What follows belongs to an exercise in optimizing a design on an open flow for small area, a short achievable clock period and few clock cycles per item; a production flow would make more cautious choices.
At most, simulation tests tie the RTL to the original design; equivalence was not proved.
Power figures rest on the tool's default switching activity, not on a simulated workload.

## oak
==> module pblru_ctrl, before the edit <==
module pblru_ctrl
(
    input  logic              clk,
    input  logic              rst_n,
    input  logic              in_valid,
    output logic              in_ready,
    input  logic [CMD_W-1:0]  in_cmd,
    input  logic [PAGE_W-1:0] in_page_id,
    input  logic              done,        
    output logic              cmd_valid,
    output logic [3:0]        cmd_is,      
    output logic [PAGE_W-1:0] cmd_page,
    output logic              load,        
    output logic [PAGE_W-1:0] load_page    
);
    logic              in_valid_reg, in_valid_next;
    logic              skid_valid_next;
    logic              in_ready_reg;
    logic [CMD_W-1:0]  in_op_reg;
    logic [PAGE_W-1:0] in_page_reg;
    logic              skid_valid_reg;
    logic [CMD_W-1:0]  skid_op_reg;
    logic [PAGE_W-1:0] skid_page_reg;
    logic              main_valid_reg;
    logic [3:0]        main_is_reg;
    logic [CMD_W-1:0]  load_op;
    logic [PAGE_W-1:0] main_page_reg;
    logic              main_free;
    assign in_ready  = in_ready_reg;
    assign main_free = !main_valid_reg || done;
    always_comb begin
        if (main_free) begin
            skid_valid_next = skid_valid_reg && in_valid_reg;
        end
        else begin
            skid_valid_next = skid_valid_reg || in_valid_reg;
        end
        if (in_ready_reg) begin
            in_valid_next = in_valid;
        end
        else begin
            in_valid_next = in_valid_reg && !main_free;
        end
    end
    always_ff @(posedge clk or negedge rst_n) begin
        if (!rst_n) begin
            in_valid_reg   <= 1'b0;
            skid_valid_reg <= 1'b0;
            main_valid_reg <= 1'b0;
            in_ready_reg   <= 1'b1;
        end
        else begin
            if (main_free) begin
                main_valid_reg <= skid_valid_reg || in_valid_reg;
            end
            skid_valid_reg <= skid_valid_next;
            in_valid_reg   <= in_valid_next;
            in_ready_reg   <= !(in_valid_next && skid_valid_next);
        end
    end
    always_ff @(posedge clk) begin
        if (in_ready_reg) begin
            in_op_reg   <= in_cmd;
            in_page_reg <= in_page_id;
        end
        if (main_free) begin
            main_is_reg   <= 4'b0001 << load_op;
            main_page_reg <= load_page;
        end
        if (!skid_valid_reg || main_free) begin
            skid_op_reg   <= in_op_reg;
            skid_page_reg <= in_page_reg;
        end
    end
    assign load      = main_free;
    assign load_page = skid_valid_reg ? skid_page_reg : in_page_reg;
    assign load_op   = skid_valid_reg ? skid_op_reg : in_op_reg;
    assign cmd_valid = main_valid_reg;
    assign cmd_is    = main_is_reg;
    assign cmd_page  = main_page_reg;
endmodule
==> module page_buffer_lru_replacement, before the edit <==
module page_buffer_lru_replacement
(
    input  logic                  clk,
    input  logic                  rst_n,
    input  logic                  psel,
    input  logic                  penable,
    input  logic                  pwrite,
    input  logic [APB_ADDR_W-1:0] paddr,
    input  logic [APB_DATA_W-1:0] pwdata,
    output logic [APB_DATA_W-1:0] prdata,
    output logic                  pready,
    input  logic                  in_valid,
    output logic                  in_ready,
    input  logic [CMD_W-1:0]      in_cmd,
    input  logic [PAGE_W-1:0]     in_page_id,
    output logic                  out_valid,
    input  logic                  out_ready,
    output logic                  out_hit,
    output logic [SLOT_FIELD_W-1:0] out_slot,
    output logic [PAGE_W-1:0]     out_page_number,
    output logic                  out_writeback_valid,
    output logic [PAGE_W-1:0]     out_writeback_page,
    output logic                  out_last
);
    logic [CFG_W-1:0]        slots_in_use_reg, slots_in_use_next;
    logic [CFG_W-1:0]        prdata_reg;
    logic [BUFFER_SLOTS-1:0] active_mask;
    logic [BUFFER_SLOTS-2:0] active_hi_reg, active_hi_next;
    logic                    cfg_write;
    logic                    done;
    logic                    cmd_valid;
    logic [3:0]              cmd_is;
    logic [PAGE_W-1:0]       cmd_page;
    logic                    load;
    logic [PAGE_W-1:0]       load_page;
    assign pready    = 1'b1;
    assign cfg_write = psel && penable && pwrite && (paddr == ADDR_SLOTS_IN_USE);
    assign slots_in_use_next = cfg_write ? pwdata[CFG_W-1:0] : slots_in_use_reg;
    assign prdata            = APB_DATA_W'(prdata_reg);
    always_ff @(posedge clk or negedge rst_n) begin
        if (!rst_n) begin
            slots_in_use_reg <= SLOTS_IN_USE_RST;
            active_hi_reg    <= '1;
            prdata_reg       <= '0;
        end
        else begin
            if (cfg_write) begin
                slots_in_use_reg <= pwdata[CFG_W-1:0];
                active_hi_reg    <= active_hi_next;
            end
            prdata_reg <= (paddr == ADDR_SLOTS_IN_USE) ? slots_in_use_next : '0;
        end
    end
    always_comb begin
        for (int i = 1; i < BUFFER_SLOTS; i++) begin
            active_hi_next[i-1] = (i < int'(pwdata[CFG_W-1:0]));
        end
    end
    assign active_mask = {active_hi_reg, 1'b1};
    pblru_ctrl u_ctrl (
        .clk        (clk),
        .rst_n      (rst_n),
        .in_valid   (in_valid),
        .in_ready   (in_ready),
        .in_cmd     (in_cmd),
        .in_page_id (in_page_id),
        .done       (done),
        .cmd_valid  (cmd_valid),
        .cmd_is     (cmd_is),
        .cmd_page   (cmd_page),
        .load       (load),
        .load_page  (load_page)
    );
    pblru_dp u_dp (
        .clk                 (clk),
        .rst_n               (rst_n),
        .active_mask         (active_mask),
        .cmd_valid           (cmd_valid),
        .cmd_is              (cmd_is),
        .cmd_page            (cmd_page),
        .load                (load),
        .load_page           (load_page),
        .done                (done),
        .out_valid           (out_valid),
        .out_ready           (out_ready),
        .out_hit             (out_hit),
        .out_slot            (out_slot),
        .out_page_number     (out_page_number),
        .out_writeback_valid (out_writeback_valid),
        .out_writeback_page  (out_writeback_page),
        .out_last            (out_last)
    );
endmodule
==> flow/config.mk <==
export PLATFORM = sky130hd
export DESIGN_NAME = page_buffer_lru_replacement
export DESIGN_NICKNAME = page_buffer_lru_replacement
export VERILOG_FILES = /design/flow/design.v
export SDC_FILE = /design/flow/constraint.sdc
export NUM_CORES = 4
export LEC_CHECK = 0
export CAP_MARGIN = 20
export CORE_MARGIN = 2
export CORE_UTILIZATION = 40
export PLACE_DENSITY = 0.6
export SLEW_MARGIN = 20
==> flow/constraint.sdc <==
create_clock -name core_clock -period 11.0 [get_ports {clk}]
set_input_delay 2.2000 -clock core_clock [delete_from_list [all_inputs] [get_ports {clk}]]
set_output_delay 2.2000 -clock core_clock [all_outputs]
set_load 0.01 [all_outputs]
standard.sh (not shown) runs the stock make flow with config.mk's settings and CLKGATE_MAP_FILE= SYNTH_SCRIPT=/design/flow/synth_recipe.tcl, a recipe that flattens the netlist after the stock synthesis.
==> flow/flow/run.sh <==
#!/bin/bash
# The standard layout (standard.sh), with a few extra ORFS settings read
# from flow/knobs.txt, one NAME=value per line: the resizer's setup repair
# aims for extra slack and the port buffers use a plain buffer cell. The
# clock, constraints and synthesis are the standard flow's own, unchanged.
set -euo pipefail
args=()
while IFS= read -r line; do
  [[ -n "$line" ]] && args+=("$line")
done < "$(dirname "$0")/knobs.txt"
bash standard.sh "${args[@]}" finish > flow_make.log 2>&1
==> flow/flow/knobs.txt <==
SETUP_SLACK_MARGIN=7.62
BUFFER_PORTS_ARGS=-buffer_cell sky130_fd_sc_hd__buf_2
[inputs] pine vs oak
--- a/flow/design.v
+++ b/flow/design.v
@@ -61,24 +61,25 @@
     end
     always_ff @(posedge clk or negedge rst_n) begin
         if (!rst_n) begin
             in_valid_reg   <= 1'b0;
             skid_valid_reg <= 1'b0;
             main_valid_reg <= 1'b0;
-            in_ready_reg   <= 1'b1;
         end
         else begin
             if (main_free) begin
                 main_valid_reg <= skid_valid_reg || in_valid_reg;
             end
             skid_valid_reg <= skid_valid_next;
             in_valid_reg   <= in_valid_next;
-            in_ready_reg   <= !(in_valid_next && skid_valid_next);
         end
     end
     always_ff @(posedge clk) begin
+        in_ready_reg <= !(in_valid_next && skid_valid_next);
+    end
+    always_ff @(posedge clk) begin
         if (in_ready_reg) begin
             in_op_reg   <= in_cmd;
             in_page_reg <= in_page_id;
         end
         if (main_free) begin
             main_is_reg   <= 4'b0001 << load_op;
@@ -327,22 +328,23 @@
     assign slots_in_use_next = cfg_write ? pwdata[CFG_W-1:0] : slots_in_use_reg;
     assign prdata            = APB_DATA_W'(prdata_reg);
     always_ff @(posedge clk or negedge rst_n) begin
         if (!rst_n) begin
             slots_in_use_reg <= SLOTS_IN_USE_RST;
             active_hi_reg    <= '1;
-            prdata_reg       <= '0;
         end
         else begin
             if (cfg_write) begin
                 slots_in_use_reg <= pwdata[CFG_W-1:0];
                 active_hi_reg    <= active_hi_next;
             end
-            prdata_reg <= (paddr == ADDR_SLOTS_IN_USE) ? slots_in_use_next : '0;
         end
     end
+    always_ff @(posedge clk) begin
+        prdata_reg <= (paddr == ADDR_SLOTS_IN_USE) ? slots_in_use_next : '0;
+    end
     always_comb begin
         for (int i = 1; i < BUFFER_SLOTS; i++) begin
             active_hi_next[i-1] = (i < int'(pwdata[CFG_W-1:0]));
         end
     end
     assign active_mask = {active_hi_reg, 1'b1};
--- outcome ---
Both conditions hold for pine: the flow ran to the end and the final layout passed the timing, DRC and antenna checks.
pine vs oak, slew at the pin closest to its max-slew limit went down by 0.079 ns.
Between oak and pine, the floorplan die width does not differ in any meaningful way.
Looking only at number of buffers added for setup after CTS, and setting everything else aside, the lower value of pine and oak goes to pine.
pine gives more count of clock-buffer cells in the layout than oak did.
pine: final design instance area without fill 240 sq um below oak
Launching instance or port of the critical path = u_dp.out_slot_reg[2]: pine; launching instance or port of the critical path = u_ctrl.in_ready_reg: oak
From oak to pine the numbers moved as follows: number of optimization iterations in the first detailed-route pass went up 1; setup slack went up 0.080 ns; synthesized area held; share of the cycle needed by the critical path after routing went down 0.72 points.
Compared with oak, final weighted congestion in routability-driven placement in pine increased slightly.
Detailed-route vias per instance of pine exceeds that of oak slightly.
Delta (pine minus oak): count of endpoints failing hold in the final timing report comparable; area share of and/or/nand/nor cells after synthesis comparable.
Re area added between synthesis and finish: pine and oak aren't equal, and the lower value belongs to pine.
Testbench counts of pine, summed over its fixed seeds: cycles 23,954, items 20,000.
No functional check of the RTL was part of oak.

---

page_buffer_lru_replacement with an RTL version that a note above also has.
Size: roughly 590 flip-flops, ~130 I/O pins.
==> module pblru_ctrl, before the edit <==
module pblru_ctrl
(
    input  logic              clk,
    input  logic              rst_n,
    input  logic              in_valid,
    output logic              in_ready,
    input  logic [CMD_W-1:0]  in_cmd,
    input  logic [PAGE_W-1:0] in_page_id,
    input  logic              done,        
    output logic              cmd_valid,
    output logic [3:0]        cmd_is,      
    output logic [PAGE_W-1:0] cmd_page,
    output logic              load,        
    output logic [PAGE_W-1:0] load_page    
);
    logic              in_valid_reg, in_valid_next;
    logic              skid_valid_next;
    logic              in_ready_reg;
    logic [CMD_W-1:0]  in_op_reg;
    logic [PAGE_W-1:0] in_page_reg;
    logic              skid_valid_reg;
    logic [CMD_W-1:0]  skid_op_reg;
    logic [PAGE_W-1:0] skid_page_reg;
    logic              main_valid_reg;
    logic [3:0]        main_is_reg;
    logic [CMD_W-1:0]  load_op;
    logic [PAGE_W-1:0] main_page_reg;
    logic              main_free;
    assign in_ready  = in_ready_reg;
    assign main_free = !main_valid_reg || done;
    always_comb begin
        if (main_free) begin
            skid_valid_next = skid_valid_reg && in_valid_reg;
        end
        else begin
            skid_valid_next = skid_valid_reg || in_valid_reg;
        end
        if (in_ready_reg) begin
            in_valid_next = in_valid;
        end
        else begin
            in_valid_next = in_valid_reg && !main_free;
        end
    end
    always_ff @(posedge clk or negedge rst_n) begin
        if (!rst_n) begin
            in_valid_reg   <= 1'b0;
            skid_valid_reg <= 1'b0;
            main_valid_reg <= 1'b0;
        end
        else begin
            if (main_free) begin
                main_valid_reg <= skid_valid_reg || in_valid_reg;
            end
            skid_valid_reg <= skid_valid_next;
            in_valid_reg   <= in_valid_next;
        end
    end
    always_ff @(posedge clk) begin
        in_ready_reg <= !(in_valid_next && skid_valid_next);
    end
    always_ff @(posedge clk) begin
        if (in_ready_reg) begin
            in_op_reg   <= in_cmd;
            in_page_reg <= in_page_id;
        end
        if (main_free) begin
            main_is_reg   <= 4'b0001 << load_op;
            main_page_reg <= load_page;
        end
        if (!skid_valid_reg || main_free) begin
            skid_op_reg   <= in_op_reg;
            skid_page_reg <= in_page_reg;
        end
    end
    assign load      = main_free;
    assign load_page = skid_valid_reg ? skid_page_reg : in_page_reg;
    assign load_op   = skid_valid_reg ? skid_op_reg : in_op_reg;
    assign cmd_valid = main_valid_reg;
    assign cmd_is    = main_is_reg;
    assign cmd_page  = main_page_reg;
endmodule
==> module page_buffer_lru_replacement, before the edit <==
module page_buffer_lru_replacement
(
    input  logic                  clk,
    input  logic                  rst_n,
    input  logic                  psel,
    input  logic                  penable,
    input  logic                  pwrite,
    input  logic [APB_ADDR_W-1:0] paddr,
    input  logic [APB_DATA_W-1:0] pwdata,
    output logic [APB_DATA_W-1:0] prdata,
    output logic                  pready,
    input  logic                  in_valid,
    output logic                  in_ready,
    input  logic [CMD_W-1:0]      in_cmd,
    input  logic [PAGE_W-1:0]     in_page_id,
    output logic                  out_valid,
    input  logic                  out_ready,
    output logic                  out_hit,
    output logic [SLOT_FIELD_W-1:0] out_slot,
    output logic [PAGE_W-1:0]     out_page_number,
    output logic                  out_writeback_valid,
    output logic [PAGE_W-1:0]     out_writeback_page,
    output logic                  out_last
);
    logic [CFG_W-1:0]        slots_in_use_reg, slots_in_use_next;
    logic [CFG_W-1:0]        prdata_reg;
    logic [BUFFER_SLOTS-1:0] active_mask;
    logic [BUFFER_SLOTS-2:0] active_hi_reg, active_hi_next;
    logic                    cfg_write;
    logic                    done;
    logic                    cmd_valid;
    logic [3:0]              cmd_is;
    logic [PAGE_W-1:0]       cmd_page;
    logic                    load;
    logic [PAGE_W-1:0]       load_page;
    assign pready    = 1'b1;
    assign cfg_write = psel && penable && pwrite && (paddr == ADDR_SLOTS_IN_USE);
    assign slots_in_use_next = cfg_write ? pwdata[CFG_W-1:0] : slots_in_use_reg;
    assign prdata            = APB_DATA_W'(prdata_reg);
    always_ff @(posedge clk or negedge rst_n) begin
        if (!rst_n) begin
            slots_in_use_reg <= SLOTS_IN_USE_RST;
            active_hi_reg    <= '1;
        end
        else begin
            if (cfg_write) begin
                slots_in_use_reg <= pwdata[CFG_W-1:0];
                active_hi_reg    <= active_hi_next;
            end
        end
    end
    always_ff @(posedge clk) begin
        prdata_reg <= (paddr == ADDR_SLOTS_IN_USE) ? slots_in_use_next : '0;
    end
    always_comb begin
        for (int i = 1; i < BUFFER_SLOTS; i++) begin
            active_hi_next[i-1] = (i < int'(pwdata[CFG_W-1:0]));
        end
    end
    assign active_mask = {active_hi_reg, 1'b1};
    pblru_ctrl u_ctrl (
        .clk        (clk),
        .rst_n      (rst_n),
        .in_valid   (in_valid),
        .in_ready   (in_ready),
        .in_cmd     (in_cmd),
        .in_page_id (in_page_id),
        .done       (done),
        .cmd_valid  (cmd_valid),
        .cmd_is     (cmd_is),
        .cmd_page   (cmd_page),
        .load       (load),
        .load_page  (load_page)
    );
    pblru_dp u_dp (
        .clk                 (clk),
        .rst_n               (rst_n),
        .active_mask         (active_mask),
        .cmd_valid           (cmd_valid),
        .cmd_is              (cmd_is),
        .cmd_page            (cmd_page),
        .load                (load),
        .load_page           (load_page),
        .done                (done),
        .out_valid           (out_valid),
        .out_ready           (out_ready),
        .out_hit             (out_hit),
        .out_slot            (out_slot),
        .out_page_number     (out_page_number),
        .out_writeback_valid (out_writeback_valid),
        .out_writeback_page  (out_writeback_page),
        .out_last            (out_last)
    );
endmodule
==> flow/config.mk <==
export PLATFORM = sky130hd
export DESIGN_NAME = page_buffer_lru_replacement
export DESIGN_NICKNAME = page_buffer_lru_replacement
export VERILOG_FILES = /design/flow/design.v
export SDC_FILE = /design/flow/constraint.sdc
export NUM_CORES = 4
export LEC_CHECK = 0
export CAP_MARGIN = 20
export CORE_MARGIN = 2
export CORE_UTILIZATION = 40
export CTS_CLUSTER_DIAMETER = 80
export CTS_CLUSTER_SIZE = 26
export PLACE_DENSITY = 0.6
export SLEW_MARGIN = 20
==> flow/constraint.sdc <==
create_clock -name core_clock -period 11.0 [get_ports {clk}]
set_input_delay 2.2000 -clock core_clock [delete_from_list [all_inputs] [get_ports {clk}]]
set_output_delay 2.2000 -clock core_clock [all_outputs]
set_load 0.01 [all_outputs]
Scripts as last shown in full above: flow/flow/run.sh, flow/flow/knobs.txt
Testbench counts at the start, summed over its fixed seeds: cycles 23,954, items 20,000.
Change:
--- a/flow/design.v
+++ b/flow/design.v
@@ -64,6 +64,7 @@
             in_valid_reg   <= 1'b0;
             skid_valid_reg <= 1'b0;
             main_valid_reg <= 1'b0;
+            in_ready_reg   <= 1'b1;
         end
         else begin
             if (main_free) begin
@@ -71,12 +72,10 @@
             end
             skid_valid_reg <= skid_valid_next;
             in_valid_reg   <= in_valid_next;
+            in_ready_reg   <= !(in_valid_next && skid_valid_next);
         end
     end
     always_ff @(posedge clk) begin
-        in_ready_reg <= !(in_valid_next && skid_valid_next);
-    end
-    always_ff @(posedge clk) begin
         if (in_ready_reg) begin
             in_op_reg   <= in_cmd;
             in_page_reg <= in_page_id;
@@ -331,17 +330,16 @@
         if (!rst_n) begin
             slots_in_use_reg <= SLOTS_IN_USE_RST;
             active_hi_reg    <= '1;
+            prdata_reg       <= '0;
         end
         else begin
             if (cfg_write) begin
                 slots_in_use_reg <= pwdata[CFG_W-1:0];
                 active_hi_reg    <= active_hi_next;
             end
+            prdata_reg <= (paddr == ADDR_SLOTS_IN_USE) ? slots_in_use_next : '0;
         end
     end
-    always_ff @(posedge clk) begin
-        prdata_reg <= (paddr == ADDR_SLOTS_IN_USE) ? slots_in_use_next : '0;
-    end
     always_comb begin
         for (int i = 1; i < BUFFER_SLOTS; i++) begin
             active_hi_next[i-1] = (i < int'(pwdata[CFG_W-1:0]));
Effect: Combinational power increases by a little under a tenth. Hold slack improved by 30 ps. Fmax goes down by a few percent. Design area is higher slightly. Core utilization rises by 0.16 points. Sequential power hardly moves. Die area barely changes. Synthesized area barely changes. Sequential share of layout area barely changes.
Only the layout flow was run in the second run of this note; the RTL was not checked for function there.

## afterwards: timing with drivers on the ports
No port has a modelled driver above. Below, the same layouts with a new extraction and two added sets of constraints. Step 1: set_driving_cell puts a clkbuf_16 on clk and a buf_2 on each other input, an assumption about the parent block. Step 2, shift: input delay + t, output delay - t, t = (earliest + latest rising clock arrival at the registers) / 2. This alone moves slack from input paths to output paths. Slacks: ideal / step 1 / step 2; pairs: ideal / step 1.
run | shift t [ns] | setup WS [ns] | hold WS [ns] | latest minus earliest clock arrival (ns) | worst data-port slew with drivers (ns)
oak | 0.691 | 7.422 / 7.355 / 7.038 | 0.441 / 0.441 / 0.441 | 0.038 / 0.037 | 0.03
pine | 0.688 | 7.502 / 7.437 / 7.007 | 0.428 / 0.428 / 0.428 | 0.027 / 0.027 | 0.04
the first run of note 2 | 0.649 | 7.519 / 7.450 / 7.018 | 0.435 / 0.435 / 0.435 | 0.053 / 0.053 | 0.03
the second run of note 2 | 0.662 | 7.431 / 7.363 / 7.069 | 0.465 / 0.465 / 0.465 | 0.059 / 0.059 | 0.03
After both steps setup and hold are still met in every run listed. The setup slack of the first run of note 2, which loses most, moves by -0.069 ns with the drivers and by -0.501 ns with both steps.
